What follows belongs to an exercise in optimizing a design on an open flow for small area; a production flow would make more cautious choices. At most, simulation tests tie the RTL to the original design; equivalence was not proved. Power is estimated from default activity; no workload was simulated.

== build 96 ==
// stackCalculator
module stackCalculator
(
    input  wire logic      CLK,
    input  wire logic      rst,
    input  commandPkg::buttonCode      buttons,
    input  stackPkg::dataWord        switches,
    output logic [7:0]     leds,
    output stackPkg::dataWord        displayValue
);
Size: roughly 1700 cells after synthesis, ~1100 flip-flops, about 30 I/O pins, roughly 26000 um2 of cells after synthesis.
Settings: LEC_CHECK=0, CAP_MARGIN=20, CORE_MARGIN=2, CORE_UTILIZATION=40, CTS_BUF_LIST=sky130_fd_sc_hd__clkbuf_8, CTS_CLUSTER_DIAMETER=50, CTS_CLUSTER_SIZE=18, SLEW_MARGIN=20; clock period 6.0 ns.
standard.sh (not shown) runs the stock make flow with config.mk's settings and CLKGATE_MAP_FILE= SYNTH_SCRIPT=/design/flow/synth_recipe.tcl, a recipe that flattens the netlist after the stock synthesis.
==> flow/flow/run.sh <==
#!/bin/bash
# The standard layout (standard.sh, unchanged synthesis), with these changes:
# the port buffers are the smallest buffer cell, clock tree synthesis uses no
# dummy loads, and power recovery (downsizing of gates off the critical paths)
# runs after global routing.
set -euo pipefail
export BUFFER_PORTS_ARGS="-buffer_cell sky130_fd_sc_hd__buf_1"
export CTS_ARGS="-sink_clustering_enable -repair_clock_nets -dont_use_dummy_load -sink_clustering_size 12 -sink_clustering_max_diameter 40 -buf_list sky130_fd_sc_hd__clkbuf_4"
export RECOVER_POWER=100
bash standard.sh > standard.log 2>&1
Looking at the reports, build 96 completed the entire flow and the layout it produced met the timing, design-rule and antenna checks.
What build 87 does differently from build 96 at the input level:
Settings: clearing CTS_CLUSTER_DIAMETER, which used to be 50; swapping 40 for 60 in CORE_UTILIZATION; putting PLACE_DENSITY at 0.7 where nothing was set; clearing CTS_CLUSTER_SIZE, which used to be 18; clearing CTS_BUF_LIST, which used to be sky130_fd_sc_hd__clkbuf_8.
diff --git a/flow/flow/run.sh b/flow/flow/run.sh
--- a/flow/flow/run.sh
+++ b/flow/flow/run.sh
@@ -8,3 +8,5 @@
 export CTS_ARGS="-sink_clustering_enable -repair_clock_nets -dont_use_dummy_load -sink_clustering_size 12 -sink_clustering_max_diameter 40 -buf_list sky130_fd_sc_hd__clkbuf_4"
 export RECOVER_POWER=100
+export GPL_KEEP_OVERFLOW=0
+export REMOVE_ABC_BUFFERS=1
 bash standard.sh > standard.log 2>&1
[summary]
Out of build 87 and build 96, the only run to close with the timing, design-rule and antenna checks passing was build 96. Nothing crashed in build 87 and all stages finished; the problem is that the final layout failed, the offending checks being max-capacitance violations, max-slew violations. Looking only at wire length, and setting everything else aside, the higher value of build 87 and build 96 goes to build 87. Comparing build 87 against build 96, there is no change at all in mean instance size in the synthesized netlist. Timing-limited maximum frequency (higher): build 96. Looking at number of nets at the end of the flow across build 87 and build 96, the one that comes out higher is build 96. Non-filler instance count after layout in build 87 vs build 96: down 343. Signed area change from the synthesized netlist to the final layout in build 87 is 1.7 points below build 96. Compared with build 96, build 87 is the less power-hungry design. Status: combinational power parity (build 87, build 96).
Edits applied to the flow inputs when going from build 87 to build 74:
Settings: CTS_CLUSTER_DIAMETER newly set to 50; PLACE_DENSITY removed (was 0.7); CORE_UTILIZATION changed from 60 to 40; CTS_CLUSTER_SIZE newly set to 18; CTS_BUF_LIST newly set to sky130_fd_sc_hd__clkbuf_8.
==> flow/flow/run.sh <==
#!/bin/bash
# The standard layout (standard.sh, unchanged synthesis), with these changes:
# the port buffers are the smallest buffer cell, clock tree synthesis uses no
# dummy loads, and power recovery (downsizing of gates off the critical paths)
# runs after global routing.
set -euo pipefail
export BUFFER_PORTS_ARGS="-buffer_cell sky130_fd_sc_hd__buf_1"
export CTS_ARGS="-sink_clustering_enable -repair_clock_nets -dont_use_dummy_load -sink_clustering_size 18 -sink_clustering_max_diameter 50 -buf_list sky130_fd_sc_hd__clkbuf_8"
export RECOVER_POWER=100
bash standard.sh > standard.log 2>&1
==> notes.md <==
Both conditions hold for build 74: the flow ran to the end and the final layout passed the timing, design-rule and antenna checks. Part of the power in combinational logic across build 74 and build 87: no real change. Delta (build 74 minus build 87): area of all placed cells without fillers up 730 um2, met2 layer usage reported by global route down 10 points, die area up 22000 um2, effective utilization at floorplan down 20 points.
### build 74 -> build 73
Settings: removing CTS_CLUSTER_DIAMETER (formerly 50); setting GPL_TIMING_DRIVEN to 0 for the first time; removing CTS_CLUSTER_SIZE (formerly 18); removing CTS_BUF_LIST (formerly sky130_fd_sc_hd__clkbuf_8).
diff --git a/flow/flow/run.sh b/flow/flow/run.sh
--- a/flow/flow/run.sh
+++ b/flow/flow/run.sh
@@ -6,5 +6,5 @@
 set -euo pipefail
 export BUFFER_PORTS_ARGS="-buffer_cell sky130_fd_sc_hd__buf_1"
-export CTS_ARGS="-sink_clustering_enable -repair_clock_nets -dont_use_dummy_load -sink_clustering_size 18 -sink_clustering_max_diameter 50 -buf_list sky130_fd_sc_hd__clkbuf_8"
+export CTS_ARGS="-sink_clustering_enable -repair_clock_nets -dont_use_dummy_load -sink_clustering_size 10 -sink_clustering_max_diameter 35 -buf_list sky130_fd_sc_hd__clkbuf_4"
 export RECOVER_POWER=100
 bash standard.sh > standard.log 2>&1
Findings:
Going from build 74 to build 73, power share of the combinational group has increased; post-route fraction of the period consumed by the critical path went up by 2.1 points. Comparing build 73 and build 74, the lower logic depth of the worst register-to-register path is on build 73. The final standard cell area without fillers of build 73 was inferior to that of build 74. Relative to build 74, the number of non-clock buffers measured on build 73 has decreased slightly. Build 73 and build 74 ended up with nearly the same total power. Clock period minus worst slack (higher): build 73.

---

job 3653:
stackCalculator, a different RTL version from the one above (not shown whole).
For scale: about 1,800 cells after synthesis, about 1,100 flip-flops, about 26,000 sq um of cells after synthesis.
export LEC_CHECK = 0
export CAP_MARGIN = 20
export CORE_MARGIN = 2
export CORE_UTILIZATION = 40
export CTS_BUF_LIST = sky130_fd_sc_hd__clkbuf_8
export CTS_CLUSTER_DIAMETER = 50
export CTS_CLUSTER_SIZE = 18
export SLEW_MARGIN = 20
create_clock -name core_clock -period 6.0 [get_ports {CLK}]
run.sh (not shown) runs the stock make flow with config.mk's settings and CLKGATE_MAP_FILE= SYNTH_SCRIPT=/design/flow/synth_recipe.tcl, a recipe that flattens the netlist after the stock synthesis.
Stock flow here: none of the scripts above is used.
diff inputs: job 3653 => job 5338
- CTS_CLUSTER_DIAMETER: 50 -> 45
- CORE_UTILIZATION: 40 -> 65
- PLACE_DENSITY: unset -> 0.75
- CTS_CLUSTER_SIZE: 18 -> 22
[summary]
For the switching power as a share of total power, job 5338 came in 0.35 points lower than job 3653 did. Comparing job 5338 against job 3653, there is no change at all in total count of max-transition violations in the final report. Job 3653 was routed with fewer vias than job 5338. Delta (job 5338 minus job 3653): total power went down by 4.4%; share of total power in the clock network went down by 3.1 points; layout-stage area growth over the synthesis result went down by 3.9 points. Any difference in required time at the endpoint of the critical path between job 5338 and job 3653 is small enough to ignore. In the reports for job 3653 and job 5338, the smaller setup slack belongs to job 5338. In job 5338 relative to job 3653, wire length of the first global-routing pass had gone up by a few percent. Sort job 3653 and job 5338 by maximum frequency, descending, and job 3653 comes first.
Function was not checked in any run of this note: the RTL went through the layout flow alone.

---

Another version of the RTL of stackCalculator (not shown whole).
Size: roughly 1700 cells after synthesis, ~1100 flip-flops, about 30 I/O pins, ~0.025 mm^2 of cells after synthesis.
Settings: LEC_CHECK=0, CAP_MARGIN=20, CORE_MARGIN=2, CORE_UTILIZATION=40, CTS_BUF_LIST=sky130_fd_sc_hd__clkbuf_8, CTS_CLUSTER_DIAMETER=50, CTS_CLUSTER_SIZE=18, SLEW_MARGIN=20; clock period 6.0 ns.
standard.sh (not shown) runs the stock make flow with config.mk's settings and CLKGATE_MAP_FILE= SYNTH_SCRIPT=/design/flow/synth_recipe.tcl, a recipe that flattens the netlist after the stock synthesis.
==> flow/flow/run.sh <==
#!/bin/bash
# The standard layout (standard.sh, unchanged synthesis), with two changes:
# clock tree synthesis without dummy loads, and power recovery (downsizing of
# gates off the critical paths) after global routing.
set -euo pipefail
export CTS_ARGS="-sink_clustering_enable -repair_clock_nets -dont_use_dummy_load -sink_clustering_size 18 -sink_clustering_max_diameter 50 -buf_list sky130_fd_sc_hd__clkbuf_8"
export RECOVER_POWER=100
bash standard.sh > standard.log 2>&1
Next try:
==> flow/run.sh (new file) <==
#!/bin/bash
# synth_recipe.tcl (not shown) runs the flow's synth.tcl, then flattens the netlist and writes it again
# the make line also repeats each setting of config.mk as NAME=value (left out here)
make -C /OpenROAD-flow-scripts/flow DESIGN_CONFIG=/design/flow/config.mk WORK_HOME=/design/flow/orfs CLKGATE_MAP_FILE= SYNTH_SCRIPT=/design/flow/synth_recipe.tcl finish
removed: flow/flow/run.sh
removed: flow/standard.sh
Effect: Non-clock buffer count grows by 2. Sequential power hardly moves. Count of clock-buffer cells in the layout climbs by 8. Register-to-register slack got worse by 0.03 ns. Clock power went up by about a fifth. Worst setup slack degrades by 0.028 ns. Combinational power barely changes. Routed wire length went up slightly. Clock skew went down by 0.067 ns. Via count climbs slightly.

---

stackCalculator, a different RTL version from the one above (not shown whole).
Size in the first run: roughly 1900 cells after synthesis, ~1100 flip-flops, about 27000 um2 of cells after synthesis.
Design stackCalculator, start of the top module:
module stackCalculator
(
    input  wire logic      CLK,
    input  wire logic      rst,
    input  commandPkg::buttonCode      buttons,
    input  stackPkg::dataWord        switches,
    output logic [7:0]     leds,
    output stackPkg::dataWord        displayValue
);
    localparam logic [6:0] EMPTY_ADDR = 7'h7F;
    localparam logic [1:0] K_PUSH = 2'd0;    
    localparam logic [1:0] K_SHOW = 2'd1;    
    localparam logic [1:0] K_ADD  = 2'd2;    
    localparam logic [1:0] K_SUB  = 2'd3;    
    logic [6:0] rot;           
    logic       armed;
    logic [6:0] sp;
    logic [6:0] da;
    stackPkg::dataWord dv;
    logic       pendZ;         
    logic       pendD;         
    logic       sFirst;        
    logic [1:0] kind;
    stackPkg::dataWord opnd;   
    logic       planZ;         
    logic       planD;         
    logic [2:0] planTap;
    logic isPush, isPop, isAdd, isSub, isTop, isInc, isDec, isClear, isCmd, fire;
    assign isPush  = (buttons == BTN_PUSH);
    assign isPop   = (buttons == BTN_POP);
    assign isAdd   = (buttons == BTN_ADD);
    assign isSub   = (buttons == BTN_SUB);
    assign isTop   = (buttons == BTN_TOP);
    assign isInc   = (buttons == BTN_INC_ADDR);
    assign isDec   = (buttons == BTN_DEC_ADDR);
    assign isClear = (buttons == BTN_CLEAR);
    assign isCmd   = isPush | isPop | isAdd | isSub | isTop | isInc | isDec;
    assign fire    = armed & isCmd;
    logic empty, canCombine;
    assign empty      = (sp == EMPTY_ADDR);
    assign canCombine = (sp != EMPTY_ADDR) && (sp != (EMPTY_ADDR - 7'd1));
    logic [6:0] rotNext;
    assign rotNext = rot + 7'd1;
    logic [7:0][7:0] tapRd;
    stackPkg::dataWord rdPlan, rdFire;
    assign rdPlan = tapRd[planTap];
    logic isSubK;
  ...
==> flow/config.mk <==
export PLATFORM = sky130hd
export DESIGN_NAME = stackCalculator
export DESIGN_NICKNAME = stackCalculator
export VERILOG_FILES = /design/flow/design.v
export SDC_FILE = /design/flow/constraint.sdc
export NUM_CORES = 4
export LEC_CHECK = 0
export CAP_MARGIN = 20
export CORE_MARGIN = 2
export CORE_UTILIZATION = 40
export CTS_BUF_LIST = sky130_fd_sc_hd__clkbuf_8
export CTS_CLUSTER_SIZE = 30
export SLEW_MARGIN = 20
==> flow/constraint.sdc <==
create_clock -name core_clock -period 6.0 [get_ports {CLK}]
set_input_delay 1.2000 -clock core_clock [delete_from_list [all_inputs] [get_ports {CLK}]]
set_output_delay 1.2000 -clock core_clock [all_outputs]
set_load 0.01 [all_outputs]
run.sh (not shown) runs the stock make flow with config.mk's settings and CLKGATE_MAP_FILE= SYNTH_SCRIPT=/design/flow/synth_recipe.tcl, a recipe that flattens the netlist after the stock synthesis.
Stock flow here: none of the scripts above is used.
Change:
--- a/flow/config.mk
+++ b/flow/config.mk
@@ -10,4 +10,2 @@
 export CORE_UTILIZATION = 40
-export CTS_BUF_LIST = sky130_fd_sc_hd__clkbuf_8
-export CTS_CLUSTER_SIZE = 30
 export SLEW_MARGIN = 20
Outcome: Setup slack got worse by 120 ps. Clock-buffer cell count decreases by 54. Clock skew drops by 3.6 ps. Cell area is about the same. Synthesized area does not change. Routed wire length shrinks by 1.1%. Power grows by 1.6%.

## re-timing with driven ports
The results above use ideal ports. As a check the final layouts listed here were re-extracted and re-timed, cells and wires unchanged.
Step 1 sets driving cells, clkbuf_16 on the clock port and buf_2 on the other inputs (assumed; they add their load-dependent delay and slew).
Step 2 times the ports against the registers' clock, not the clock port: input delays grow and output delays shrink by t, the midpoint of the rising clock arrivals with the driver on.
a / b / c = ideal ports / drivers / drivers and shift; a / b = the first two.
run	t (ns)	setup slack, ns	worst register clock-pin slew, ns
build 96	0.885	0.399 / 0.399 / -0.181	0.12 / 0.12
build 87	0.873	0.340 / 0.340 / -0.477	0.12 / 0.12
build 74	0.697	0.369 / 0.369 / -0.161	0.10 / 0.10
build 73	0.969	0.244 / 0.244 / -0.591	0.10 / 0.10
job 3653	0.734	0.283 / 0.283 / -0.033	0.10 / 0.10
job 5338	0.687	0.221 / 0.221 / -0.137	0.13 / 0.13
the first run of note 3	0.675	0.131 / 0.131 / 0.085	0.10 / 0.10
the second run of note 3	0.724	0.103 / 0.103 / 0.103	0.10 / 0.10
the first run of note 4	0.817	0.428 / 0.458 / -0.358	0.07 / 0.07
the second run of note 4	0.686	0.307 / 0.338 / -0.349	0.07 / 0.07
The setup slack of build 73, which loses most, moves by 0.000 ns with the drivers and by -0.835 ns with both steps.
